Context: an optimization exercise on an open-source flow, tuned for small area and few clock cycles per item. The choices shown serve that exercise and are no tape-out recipe.
Function was checked by simulation only, so behaviour that the tests miss may differ from the original.
Power is estimated from default activity; no workload was simulated.

## main
==> flow/design.v (excerpt) <==
module sha3_padder #(
  parameter int D = 256,
  parameter logic [7:0] SUFFIX = 8'h06,
  localparam int R = 1600 - 2 * D
) (
  input  logic         clk,
  input  logic         reset,
  input  logic [7:0]   in_data,
  input  logic         in_valid,
  input  logic         in_last,
  input  logic         in_empty,
  output logic         in_ready,
  output logic [R-1:0] block,
  output logic         block_valid,
  output logic         block_last,
  input  logic         block_ready
);
export LEC_CHECK = 0
export CAP_MARGIN = 20
export CORE_MARGIN = 2
export CORE_UTILIZATION = 55
export CTS_BUF_LIST = sky130_fd_sc_hd__clkbuf_16
export CTS_CLUSTER_DIAMETER = 80
export CTS_CLUSTER_SIZE = 32
export PLACE_DENSITY = 0.85
export SLEW_MARGIN = 20
create_clock -name core_clock -period 6.0 [get_ports {clk}]
standard.sh (not shown) runs the stock make flow with config.mk's settings and CLKGATE_MAP_FILE= SYNTH_SCRIPT=/design/flow/synth_recipe.tcl, a recipe that flattens the netlist after the stock synthesis.
==> flow/flow/run.sh <==
#!/bin/bash
# Standard ORFS flow (the standard.sh, unchanged synthesis), with the
# port buffers made from the smallest buffer cell, IO pins allowed one track
# apart (so the die can be smaller), and the synthesized logic
# cells set to their smallest drive before placement (repair_design then
# sizes up whatever needs it).
set -o pipefail
cp standard.sh standard_sh.log
export BUFFER_PORTS_ARGS="-buffer_cell sky130_fd_sc_hd__buf_1"
export PLACE_PINS_ARGS="-min_distance 1 -min_distance_in_tracks"
export POST_FLOORPLAN_TCL="$(pwd)/flow/downsize.tcl"
bash standard.sh > flow_standard.log 2>&1
==> flow/flow/downsize.tcl <==
# Downsize every logic cell to the smallest drive of its family (same function).
set db [ord::get_db]
set block [ord::get_db_block]
set n 0
foreach inst [$block getInsts] {
  set m [[$inst getMaster] getName]
  if {[regexp {^(sky130_fd_sc_hd__[a-z0-9]+)_([0-9]+)$} $m -> base drv]} {
    if {[regexp {^sky130_fd_sc_hd__(df|edf|sdf|dl|clk|buf|tap|fill|decap|conb|diode)} $m]} { continue }
    set best $m
    set barea [[$inst getMaster] getArea]
    foreach d {0 1 2} {
      set cand ${base}_$d
      set cm [$db findMaster $cand]
      if {$cm ne "NULL" && [$cm getArea] < $barea} { set best $cand; set barea [$cm getArea] }
    }
    if {$best ne $m} {
      replace_cell [get_cells [$inst getName]] $best
      incr n
    }
  }
}
puts "downsize: replaced $n cells"
Testbench counts of main, summed over its fixed seeds: cycles 69,248, bytes 68,856.
Relative to main, the following input files were edited for the feature branch:
# main
export LEC_CHECK = 0
export CAP_MARGIN = 20
export CORE_MARGIN = 2
export CORE_UTILIZATION = 55
export CTS_BUF_LIST = sky130_fd_sc_hd__clkbuf_16
export CTS_CLUSTER_DIAMETER = 80
export CTS_CLUSTER_SIZE = 32
export PLACE_DENSITY = 0.85
export SLEW_MARGIN = 20
create_clock -name core_clock -period 6.0 [get_ports {clk}]
# the feature branch
export LEC_CHECK = 0
export CAP_MARGIN = 20
export CORE_MARGIN = 2
export CORE_UTILIZATION = 40
export CTS_BUF_LIST = sky130_fd_sc_hd__clkbuf_16
export CTS_CLUSTER_DIAMETER = 90
export CTS_CLUSTER_SIZE = 30
export SLEW_MARGIN = 20
create_clock -name core_clock -period 6.0 [get_ports {clk}]
==> flow/flow/run.sh <==
#!/bin/bash
# Standard ORFS flow (the standard.sh, unchanged synthesis), with the
# port buffers made from the smallest buffer cell.
set -o pipefail
cp standard.sh standard_sh.log
export BUFFER_PORTS_ARGS="-buffer_cell sky130_fd_sc_hd__buf_1"
bash standard.sh > flow_standard.log 2>&1
removed: flow/flow/downsize.tcl
### Flow results
Transition time of the tightest slew-check pin ends up lower on the feature branch.
Diff main -> the feature branch | switching power share of the total | increase of 0.48 points
The feature branch: flow completed, timing, DRC and antenna clean
main: no failed stages, no open violations at the end
The feature branch gives more post-layout total power than main did.

---

== run A ==
Starting RTL as in the previous note.
export LEC_CHECK = 0
export CAP_MARGIN = 20
export CORE_MARGIN = 2
export CORE_UTILIZATION = 40
export CTS_BUF_LIST = sky130_fd_sc_hd__clkbuf_16
export CTS_CLUSTER_DIAMETER = 60
export CTS_CLUSTER_SIZE = 30
export SLEW_MARGIN = 20
create_clock -name core_clock -period 6.0 [get_ports {clk}]
==> flow/flow/run.sh <==
#!/bin/bash
# Standard ORFS flow (the standard.sh, unchanged synthesis), with the
# port buffers made from the smallest buffer cell.
set -o pipefail
cp standard.sh standard_sh.log
export BUFFER_PORTS_ARGS="-buffer_cell sky130_fd_sc_hd__buf_1"
bash standard.sh > flow_standard.log 2>&1
Run A | stages: all done | timing, DRC, antenna: all pass
Testbench counts of run A, summed over its fixed seeds: cycles 69,248, bytes 68,856.
For run B, these inputs were changed with respect to run A:
==> flow/flow/run.sh <==
#!/bin/bash
# Standard ORFS flow (the standard.sh, unchanged synthesis), with the
# port buffers made from the smallest buffer cell and the synthesized logic
# cells set to their smallest drive before placement (repair_design then
# sizes up whatever needs it).
set -o pipefail
cp standard.sh standard_sh.log
export BUFFER_PORTS_ARGS="-buffer_cell sky130_fd_sc_hd__buf_1"
export POST_FLOORPLAN_TCL="$(pwd)/flow/downsize.tcl"
bash standard.sh > flow_standard.log 2>&1
==> flow/flow/downsize.tcl (new file) <==
# Downsize every logic cell to the smallest drive of its family (same function).
set db [ord::get_db]
set block [ord::get_db_block]
set n 0
foreach inst [$block getInsts] {
  set m [[$inst getMaster] getName]
  if {[regexp {^(sky130_fd_sc_hd__[a-z0-9]+)_([0-9]+)$} $m -> base drv]} {
    if {[regexp {^sky130_fd_sc_hd__(df|edf|sdf|dl|clk|buf|tap|fill|decap|conb|diode)} $m]} { continue }
    set best $m
    set barea [[$inst getMaster] getArea]
    foreach d {0 1 2} {
      set cand ${base}_$d
      set cm [$db findMaster $cand]
      if {$cm ne "NULL" && [$cm getArea] < $barea} { set best $cand; set barea [$cm getArea] }
    }
    if {$best ne $m} {
      replace_cell [get_cells [$inst getName]] $best
      incr n
    }
  }
}
puts "downsize: replaced $n cells"
--- a/flow/config.mk
+++ b/flow/config.mk
@@ -10,5 +10,6 @@
 export CORE_UTILIZATION = 40
 export CTS_BUF_LIST = sky130_fd_sc_hd__clkbuf_16
-export CTS_CLUSTER_DIAMETER = 60
-export CTS_CLUSTER_SIZE = 30
+export CTS_CLUSTER_DIAMETER = 80
+export CTS_CLUSTER_SIZE = 32
+export PLACE_DENSITY = 0.85
 export SLEW_MARGIN = 20
Count of clock buffers in the final design down 39 in run B wrt run A. Number of global-route vias before repair grows by a few percent when moving from run A to run B. Run B ended up with a lower final net count than run A did. Diff run A -> run B: global routing met2 resource utilization went down 5.3 points, power moved down, largest voltage drop on the vdd net went up, arrival time reported for the critical path endpoint moved up. Run B ended with less number of iterations in the first detailed-routing pass than run A. Diff run A -> run B: share of the final layout cell area in multi-input gates grew by 0.37 points, hold slack grew by 0.0089 ns.
The inputs of run C differ from those of run B as listed below.
==> flow/flow/run.sh <==
#!/bin/bash
# Standard ORFS flow (the standard.sh, unchanged synthesis), with the
# port buffers made from the smallest buffer cell.
set -o pipefail
cp standard.sh standard_sh.log
export BUFFER_PORTS_ARGS="-buffer_cell sky130_fd_sc_hd__buf_1"
bash standard.sh > flow_standard.log 2>&1
==> flow/config.mk <==
export PLATFORM = sky130hd
export DESIGN_NAME = sha3_padder
export DESIGN_NICKNAME = sha3_padder
export VERILOG_FILES = /design/flow/design.v
export SDC_FILE = /design/flow/constraint.sdc
export NUM_CORES = 4
export LEC_CHECK = 0
export ABC_AREA = 1
export CAP_MARGIN = 20
export CORE_MARGIN = 2
export CORE_UTILIZATION = 55
export SLEW_MARGIN = 20
removed: flow/flow/downsize.tcl
Run C: PPL-0024 in 3_2_place_iop -> run aborted. Run C against run B: vertical die dimension fell 13%, distinct cell type count of the synthesized netlist fell 7, area after synthesis rose 3.6%, horizontal die dimension fell 13%, fraction of the mapped netlist area in compound gates fell 13 points. Delta (run C minus run B): total nets after synthesis grew by 1525, fraction of the yosys area taken by sequential cells shrank by 1.8 points, instance count of the mapped netlist grew by 1525, xor-xnor portion of the synthesized cell area held steady, number of core rows shrank by 13%.

==> separate check: timing with driven ports <==
In the flow no input, the clock included, has a driving cell. The finished layouts below were timed again as built, in two steps. Step 1: set_driving_cell puts a clkbuf_16 on clk and a buf_2 on each other input, an assumption about the parent block. Step 2 also shifts input and output timing later by t, the mid clock arrival at the registers, as if the neighbouring blocks saw the same clock. Three values: no drivers, after step 1, after step 2; two values: the first two.
run	t (ns)	slack for setup (ns)	hold slack, ns	latest minus earliest clock arrival (ns)	worst slew at a driven data input, ns
main	0.669	1.990 / 1.883 / 1.675	0.488 / 0.488 / 0.488	0.050 / 0.050	0.18
the feature branch	0.711	2.566 / 2.510 / 2.146	0.486 / 0.486 / 0.486	0.046 / 0.046	0.10
run A	0.735	2.573 / 2.515 / 2.159	0.478 / 0.478 / 0.478	0.054 / 0.054	0.12
run B	0.696	2.529 / 2.486 / 2.053	0.487 / 0.487 / 0.487	0.050 / 0.050	0.08
After both steps every run listed still meets setup and hold. For run B, which loses most, drivers alone change the setup slack by -0.043 ns; drivers and shift together by -0.476 ns.
